What follows belongs to an exercise in optimizing a design on an open flow for small area and few clock cycles; a production flow would make more cautious choices. In this exercise RTL edits were held to simulation tests only and were not proved equivalent to the original. Power and IR drop assume default switching activity.

==> flow/design.v, too long to show whole: its modules and the start of the top module <==
// module kmeans_apb_regs: 125 lines
// module kmeans_point_scan: 46 lines
// module kmeans_distance_pipe: 1861 lines
// module kmeans_cluster_acc: 610 lines
// module kmeans_top: 143 lines
module kmeans_top (
  input  logic              clk,
  input  logic              rst,
  input  logic              psel,
  input  logic              penable,
  input  logic              pwrite,
  input  logic [APB_AW-1:0] paddr,
  input  logic [APB_DW-1:0] pwdata,
  output logic [APB_DW-1:0] prdata,
  output logic              pready,
  output logic              pslverr
);
  // ...
==> flow/run.sh <==
#!/bin/bash
# synth_recipe.tcl (not shown) runs the flow's synth.tcl, then flattens the netlist and writes it again
# the make line also repeats each setting of config.mk as NAME=value (left out here)
make -C /OpenROAD-flow-scripts/flow DESIGN_CONFIG=/design/flow/config.mk WORK_HOME=/design/flow/orfs CLKGATE_MAP_FILE= SYNTH_SCRIPT=/design/flow/synth_recipe.tcl finish
==> flow/config.mk <==
export PLATFORM = sky130hd
export DESIGN_NAME = kmeans_top
export DESIGN_NICKNAME = kmeans_top
export VERILOG_FILES = /design/flow/design.v
export SDC_FILE = /design/flow/constraint.sdc
export NUM_CORES = 4
export LEC_CHECK = 0
export ABC_AREA = 1
export CAP_MARGIN = 20
export CORE_MARGIN = 2
export CORE_UTILIZATION = 60
export SLEW_MARGIN = 20
export SYNTH_MEMORY_MAX_BITS = 8192
==> flow/constraint.sdc <==
create_clock -name core_clock -period 8.0 [get_ports {clk}]
set_input_delay 1.6000 -clock core_clock [delete_from_list [all_inputs] [get_ports {clk}]]
set_output_delay 1.6000 -clock core_clock [all_outputs]
set_load 0.01 [all_outputs]
==> flow_summary.ini, run 1 <==
[outcome]
outcome = no timing/DRC/antenna violations

[final_layout]
num_antenna_cells = 30
nets = 25758
final_area_um2 = 234000
layout_commonest_cell = dfxtp_1
seq_cell_count = 4753
largest-register = u_mem.ring
clk_share = 0.0628
fill_cells = 27285
multi_input_area_share = 0.425

[worst_setup_path]
crit_path_start = rnd[1]$_SDFFE_PP0P_
slowest_stage = fa_1
reg2regPathDepth = 30
crit_top_cell = fa_1
r2r_start = rnd[1]$_SDFFE_PP0P_
reg2reg_setup_slack_ns = 0.42
worstPathMaxFanout = 33

[detailed_routing]
wl_met1_mm = 258
first_pass_iters = 7
viasPerCell = 5.34
drt_iter0_drc = 12595
postRouteAntennaNets = 0

[die]
die-area_um2 = 352000
die_h_um = 593
start_util = 0.602

[timing]
finalHoldViolations = 0
setup_slack_ns = 0.417
relSlewSlack = 0.161
hold_slack_ns = 0.260

[clock_network]
cts_hold_buf = 0
post_cts_buffers = 0
cts.path.max_buffers = 4
cts_resized = 1

[global_route]
met1_usage = 0.457
antenna_found_initial = 55
grt_usage = 0.342

[synth]
synth_top_area_frac = 0.457
avgSynthCellArea_um2 = 9.68
ys_top_cells_by_area = dfxtp_1 46%, ha_1 13%, fa_1 12%
synth_edf_count = 0
synth-simple-area-share = 0.123
seq_area_frac_synth = 0.457
muxShareOfSynthArea = 0

[flow_run]
drv_cap = 0

[hold_path]
min_to = u_mem.ring[217][9]$_DFF_P_
Testbench counts, summed over its fixed seeds: cycles 8,920.
==> module kmeans_top, before the edit <==
module kmeans_top (
  input  logic              clk,
  input  logic              rst,
  input  logic              psel,
  input  logic              penable,
  input  logic              pwrite,
  input  logic [APB_AW-1:0] paddr,
  input  logic [APB_DW-1:0] pwdata,
  output logic [APB_DW-1:0] prdata,
  output logic              pready,
  output logic              pslverr
);
  logic                      start, prestart, busy;
  logic [CNT_W-1:0]          npts;
  logic [NUM_K*PT_W-1:0]     centroids;
  logic                      pt_try, pt_ok;
  logic [ADDR_W-1:0]         pt_addr;
  logic [PT_W-1:0]           pt_data;
  logic [PH_W-1:0]           ph;
  logic [NUM_LANES*PT_W-1:0] slot0, slot1;
  logic [NUM_K*ACC_W-1:0]    sum0;
  logic [NUM_K*ACC_W-1:0]    sum1;
  logic [NUM_K*CNT_W-1:0]    count;
  logic            run, fin, pre_q, tag, tag_q, last_round;
  logic [R_W-1:0]  rnd, rnd_q;
  logic [PH_W-1:0] q;
  logic [NUM_U*NUM_K-1:0] win, win_acc;
  logic [NUM_U-1:0]       valid, valid_q;
  logic [NUM_U*NUM_K*DIST_W-1:0] dsq, dsq_q;
  logic [NUM_U*PT_W-1:0]  acc_pt;
  kmeans_apb_regs u_regs (
    .clk         (clk),
    .rst         (rst),
    .psel        (psel),
    .penable     (penable),
    .pwrite      (pwrite),
    .paddr       (paddr),
    .pwdata      (pwdata),
    .prdata      (prdata),
    .pready      (pready),
    .pslverr     (pslverr),
    .o_start     (start),
    .o_prestart  (prestart),
    .o_busy      (busy),
    .o_npts      (npts),
    .o_centroids (centroids),
    .o_pt_try    (pt_try),
    .o_pt_addr   (pt_addr),
    .o_pt_data   (pt_data),
    .i_pt_ok     (pt_ok),
    .i_sum0      (sum0),
    .i_sum1      (sum1),
    .i_count     (count),
    .i_done      (fin)
  );
  kmeans_point_scan u_mem (
    .clk       (clk),
    .rst       (rst),
    .i_wr_try  (pt_try),
    .i_pt_addr (pt_addr),
    .i_pt_data (pt_data),
    .o_wr_ok   (pt_ok),
    .o_ph      (ph),
    .o_slot0   (slot0),
    .o_slot1   (slot1)
  );
  assign tag = run | start | prestart;
  assign last_round = ((CNT_W+1)'(rnd) + 1) * (RING_D * NUM_U) >= (CNT_W+1)'(npts);
  always_ff @(posedge clk) begin
    if (rst) begin
      run   <= 1'b0;
      fin   <= 1'b0;
      pre_q <= 1'b0;
      tag_q <= 1'b0;
      rnd   <= '0;
      q     <= '0;
    end else begin
      pre_q <= prestart;
      tag_q <= tag;
      fin   <= 1'b0;
      if (start) begin
        run <= 1'b1;
        rnd <= '0;
        q   <= pre_q ? PH_W'(2) : PH_W'(1);
      end else if (run) begin
        if (q == PH_W'(RING_D-1)) begin
          q <= '0;
          if (last_round) begin
            run <= 1'b0;
            fin <= 1'b1;
            rnd <= '0;
          end else begin
            rnd <= rnd + R_W'(1);
          end
        end else begin
          q <= q + PH_W'(1);
        end
      end
    end
  end
  genvar j;
  generate
    for (j = 0; j < NUM_U; j++) begin : g_unit
      logic [3:0]      lane, lane_q;
      logic [NUM_K-1:0] w;
      assign lane   = 4'(NUM_U * rnd + j);
      assign lane_q = 4'(NUM_U * rnd_q + j);
      assign valid[j] = {1'b0, lane, ~ph[0], ph[3:1]} < npts;
      kmeans_distance_pipe u_dist (
        .i_pt        (slot0[lane*PT_W +: PT_W]),
        .i_centroids (centroids),
        .o_dsq       (dsq[j*NUM_K*DIST_W +: NUM_K*DIST_W])
      );
      always_comb begin
        for (int k = 0; k < NUM_K; k++) begin
          w[k] = valid_q[j];
          for (int i = 0; i < NUM_K; i++) begin
            if (i < k) w[k] = w[k] & (dsq_q[(j*NUM_K+k)*DIST_W +: DIST_W] <  dsq_q[(j*NUM_K+i)*DIST_W +: DIST_W]);
            if (i > k) w[k] = w[k] & (dsq_q[(j*NUM_K+k)*DIST_W +: DIST_W] <= dsq_q[(j*NUM_K+i)*DIST_W +: DIST_W]);
          end
        end
      end
      assign win[j*NUM_K +: NUM_K] = w;
      assign acc_pt[j*PT_W +: PT_W] = slot1[lane_q*PT_W +: PT_W];
    end
  endgenerate
  always_ff @(posedge clk) begin
    dsq_q   <= dsq;
    valid_q <= valid;
    rnd_q   <= rnd;
  end
  assign win_acc = (tag_q & (start | run | fin)) ? win : '0;
  kmeans_cluster_acc u_acc (
    .clk     (clk),
    .rst     (rst),
    .i_clear (start),
    .i_win   (win_acc),
    .i_pt    (acc_pt),
    .o_sum0  (sum0),
    .o_sum1  (sum1),
    .o_count (count)
  );
endmodule
==> run 2: changes to the inputs <==
--- a/flow/design.v
+++ b/flow/design.v
@@ -2793,10 +2793,26 @@
       );
+      logic [DIST_W-1:0] d0, d1, d2, d3, d4, da, db;
+      logic              a1, b3, ab, a4, b4;
+      assign d0 = dsq_q[(j*NUM_K+0)*DIST_W +: DIST_W];
+      assign d1 = dsq_q[(j*NUM_K+1)*DIST_W +: DIST_W];
+      assign d2 = dsq_q[(j*NUM_K+2)*DIST_W +: DIST_W];
+      assign d3 = dsq_q[(j*NUM_K+3)*DIST_W +: DIST_W];
+      assign d4 = dsq_q[(j*NUM_K+4)*DIST_W +: DIST_W];
+      assign a1 = d1 < d0;                      
+      assign b3 = d3 < d2;                      
+      assign da = a1 ? d1 : d0;
+      assign db = b3 ? d3 : d2;
+      assign ab = db < da;                      
+      assign a4 = d4 < da;                      
+      assign b4 = d4 < db;                      
       always_comb begin
-        for (int k = 0; k < NUM_K; k++) begin
-          w[k] = valid_q[j];
-          for (int i = 0; i < NUM_K; i++) begin
-            if (i < k) w[k] = w[k] & (dsq_q[(j*NUM_K+k)*DIST_W +: DIST_W] <  dsq_q[(j*NUM_K+i)*DIST_W +: DIST_W]);
-            if (i > k) w[k] = w[k] & (dsq_q[(j*NUM_K+k)*DIST_W +: DIST_W] <= dsq_q[(j*NUM_K+i)*DIST_W +: DIST_W]);
-          end
-        end
+        logic pa, pb, p4;
+        pa = ~ab & ~a4;
+        pb =  ab & ~b4;
+        p4 = (ab & b4) | (~ab & a4);
+        w[0] = valid_q[j] & pa & ~a1;
+        w[1] = valid_q[j] & pa &  a1;
+        w[2] = valid_q[j] & pb & ~b3;
+        w[3] = valid_q[j] & pb &  b3;
+        w[4] = valid_q[j] & p4;
       end
--- a/flow/config.mk
+++ b/flow/config.mk
@@ -11,2 +11,4 @@
 export CORE_UTILIZATION = 60
+export CTS_CLUSTER_DIAMETER = 60
+export CTS_CLUSTER_SIZE = 30
 export SLEW_MARGIN = 20
==> run 2 against run 1 <==
  * Sequential share of layout area rose by 1.7 points
  * Core utilization is 0.99 points higher
  * Count of clock-buffer cells in the layout is 289 lower
  * Largest cell class is now registers
  * Flip-flop and latch count unchanged
  * Final cell count shrank 6.7%
  * Total power decreased by 5.6%
  * Highest routed layer unchanged
  * Via count decreased by 9.4%
==> flow_summary.ini, run 2 <==
[timing]
period_share = 0.954
worst_slew_pin_slew_ns = 1.20
fin_crit_ns = 7.63
finalHoldViolations = 0
slew_violations = 0
max_freq_mhz = 131
setup_slack_ns = 0.368
relSlewSlack = 0.196
clock-skew-final_ns = 0.0924
rsz0062_at_grt = true
setup_viol = 0

[worst_setup_path]
critical_path_class = reg -> reg
cpPeakStageDelay_ns = 0.55
reg2reg_setup_slack_ns = 0.37
slowest_stage = fa_1
crit_required_ns = 8.80
worstPathMaxFanout = 9
endpoint_kind = flip-flop
arrival_ns = 8.43
path_depth = 33
crit_top_cell = o21ai_0
path_buf_inv = 8
reg2regPathDepth = 33
critPathTopFamily = adder cells
start_kind = flip-flop

[clock_network]
cts.path.max_buffers = 4
cts_tree = done
cts.sinks = 4753
cts_hold_buf = 0
insertion_delay_ns = 0.98
cts_buffers = 290
htreeDepth = 5
root_buffer = clkbuf_16
clk_pin_slew_ns = 0.10

[die]
rows = 210
dieWidth_um = 577
die_h_um = 577
pin_count = 83
die-area_um2 = 332000
start_util = 0.602
core_um2 = 327000

[final_layout]
nets = 23927
layout_commonest_cell = dfxtp_1
largest_reg_flops = 4096
syn_to_final_growth_pct = 13.9
final_core_util = 0.686
largest-register = u_mem.ring
final_cell_mix = 4,749 x dfxtp_1, 3,035 x inv_1, 2,351 x nand2_1
final_area_um2 = 224000
final_layout_size_suffix_gt1_frac = 0.108
reg_top3 = u_mem.ring x4096, dsq_q x340
fill_cells = 25465

[detailed_routing]
viasPerCell = 5.19
drcViolationCount = 0
vias = 131969
drt_iter0_drc = 10346
wl_per_cell_um = 21.5
routed_wl_mm = 547
postRouteAntennaNets = 0
first_pass_iters = 9

[hold_path]
hold_path_depth = 0
hold_class = reg -> reg

[synth]
synthDistinctLibCells = 67
avgSynthCellArea_um2 = 10.1
synth_top_area_cell = dfxtp_1
yosysWarnings = 5
seq_area_frac_synth = 0.484
async_flop_share = 0
mappedNetlistArea_um2 = 197000
ys.flop_type = dfxtp_1
synth_edf_count = 0
ys_top_cells_by_area = dfxtp_1 48%, fa_1 13%, ha_1 11%
netlist_instances = 19384
ys_seq_elements = 4753
synth_most_common_cell = dfxtp_1
synth.top_cells.by_count = 4,753 x dfxtp_1, 3,045 x inv_1, 2,355 x nand2_1, 1,750 x ha_1, 1,577 x nor2_1
synth_top_area_frac = 0.484

[flow_run]
drv_cap = 0

[global_route]
grt_pass1_vias = 128563
grt_pass1_wl_mm = 805
antenna_found_initial = 38
grt-ovfl-total = 0
grt_start_max_net_pins = 111
grt_usage = 0.327

[place]
gp_congestion = 1.03
dpl_cell_area_um2 = 213000
pre_cts_ws_ns = 0.0843
post-dp-hpwl_mm = 426
io_buffers = 66

[pwr]
finalPower_mw = 47.1
p_per_area_nw_per_um2 = 210
p_leak_nw = 106
ir_drop_uv = 254

[outcome]
outcome = no timing/DRC/antenna violations
-- run 2: cell count changes after synthesis, moves of 89 or more --
cell	delta
nand4_1	-122
xor2_1	+89
ha_1	-373
inv_1	-142
nor2_1	-437
nand2_1	-846
nand3_1	-293
-- run 2: final cells by class --
cell class                 count  area, µm²  area share
inverter                    3063      11500      0.0514
tap                         4346       5440      0.0243
clock inverter               185       2810      0.0125
clock buffer                 317       7570      0.0338
timing repair buffer        1621      13000      0.0579
sequential                  4753      95200       0.425
multi-input combinational  11134      88500       0.395
antenna                       31       77.6    0.000346
-- run 2: kinds of logic (layout without fill, tap and decap cells) --
logic type               after synthesis  in the layout  share of synthesized area
AND/OR/NAND/NOR                     4472           4473                     0.0913
XOR/XNOR                             841            841                     0.0374
other                                  1             47                  0.0000191
buffers and inverters               3513           5186                     0.0678
AO/OA/AOI/OAI                       2789           2789                     0.0796
flip-flops                          4753           4753                      0.484
adder cells (fa/ha/maj)             3015           3015                      0.240
-- run 2: path summary, 6_finish.rpt --
| kind | startpoint | end |
|---|---|---|
| max reg2reg | rnd[0]$_SDFFE_PP0P_ | dsq_q[118]$_DFF_P_ |
| max | rnd[0]$_SDFFE_PP0P_ | dsq_q[118]$_DFF_P_ |
| min reg2reg | u_mem.ring[92][14]$_DFF_P_ | u_mem.ring[93][14]$_DFF_P_ |
| min | u_mem.ring[92][14]$_DFF_P_ | u_mem.ring[93][14]$_DFF_P_ |
-- run 2: worst reg2reg max path: cells and delay by family, from the launching register on --
family | cells | cell delay, ns
AO/OA/AOI/OAI | 12 | 2.39
XOR/XNOR | 2 | 0.30
adder cells (fa/ha/maj) | 8 | 3.14
buffers and inverters | 8 | 1.02
flip-flops | 1 | 0.40
AND/OR/NAND/NOR | 3 | 0.24
-- run 2: repair_timing --
action                     4_1_cts  5_1_grt
buffers inserted                 0       15
gates resized for setup          0      114
setup endpoints to repair        0      163
hold endpoints to repair         0        0
-- run 2: routing by layer --
layer  global-route usage  vias to the layer above  wire length, µm
met1                0.445                    62943           236000
met4                0.165                        2            32700
met5                    0                        -                7
met2                0.507                     4061           239000
li1                     -                    63916                -
met3               0.0511                     1047            38900
-- run 2: where the power goes --
group / leakage [nW] / switching (mW) / internal, mW / total [mW]
logic: 62.4 / 4.18 / 2.34 / 6.52
registers: 38.3 / 0.101 / 23.8 / 23.9
clock network: 4.97 / 8.93 / 7.71 / 16.6
-- run 2: stage by stage --
step	hold slack, ns	std cells	TNS [ns]
after floorplan	0.310	19399	0
after global placement	0.309	24898	0
after detailed placement	0.312	24899	0
after CTS	0.261	25401	0
after global routing	0.275	25426	-0.330
final	0.286	25450	0
Testbench counts of run 2, summed over its fixed seeds: cycles 8,920.

==> port drivers added, routing unchanged <==
No port has a modelled driver above. Below, the same layouts with a new extraction and two added sets of constraints. Step 1 assumes that a clkbuf_16 drives the clock port and a buf_2 every other input. Step 2 adds t to the input delays and takes it off the output delays; t is the mean of the earliest and latest rising clock arrival at the registers after step 1. Input paths then give back, and output paths get back, about the clock's delay inside the block. a / b / c = no drivers / after step 1 / after step 2; a / b = the first two.
| run | t, ns | setup WS [ns] | cell pins on the clock port's net |
|---|---|---|---|
| run 1 | 1.079 | 0.417 / 0.405 / 0.246 | 1 |
| run 2 | 1.046 | 0.368 / 0.368 / 0.029 | 1 |
After both steps setup and hold are still met in every run listed. For run 2, which loses most, drivers alone change the setup slack by 0.000 ns; drivers and shift together by -0.339 ns.
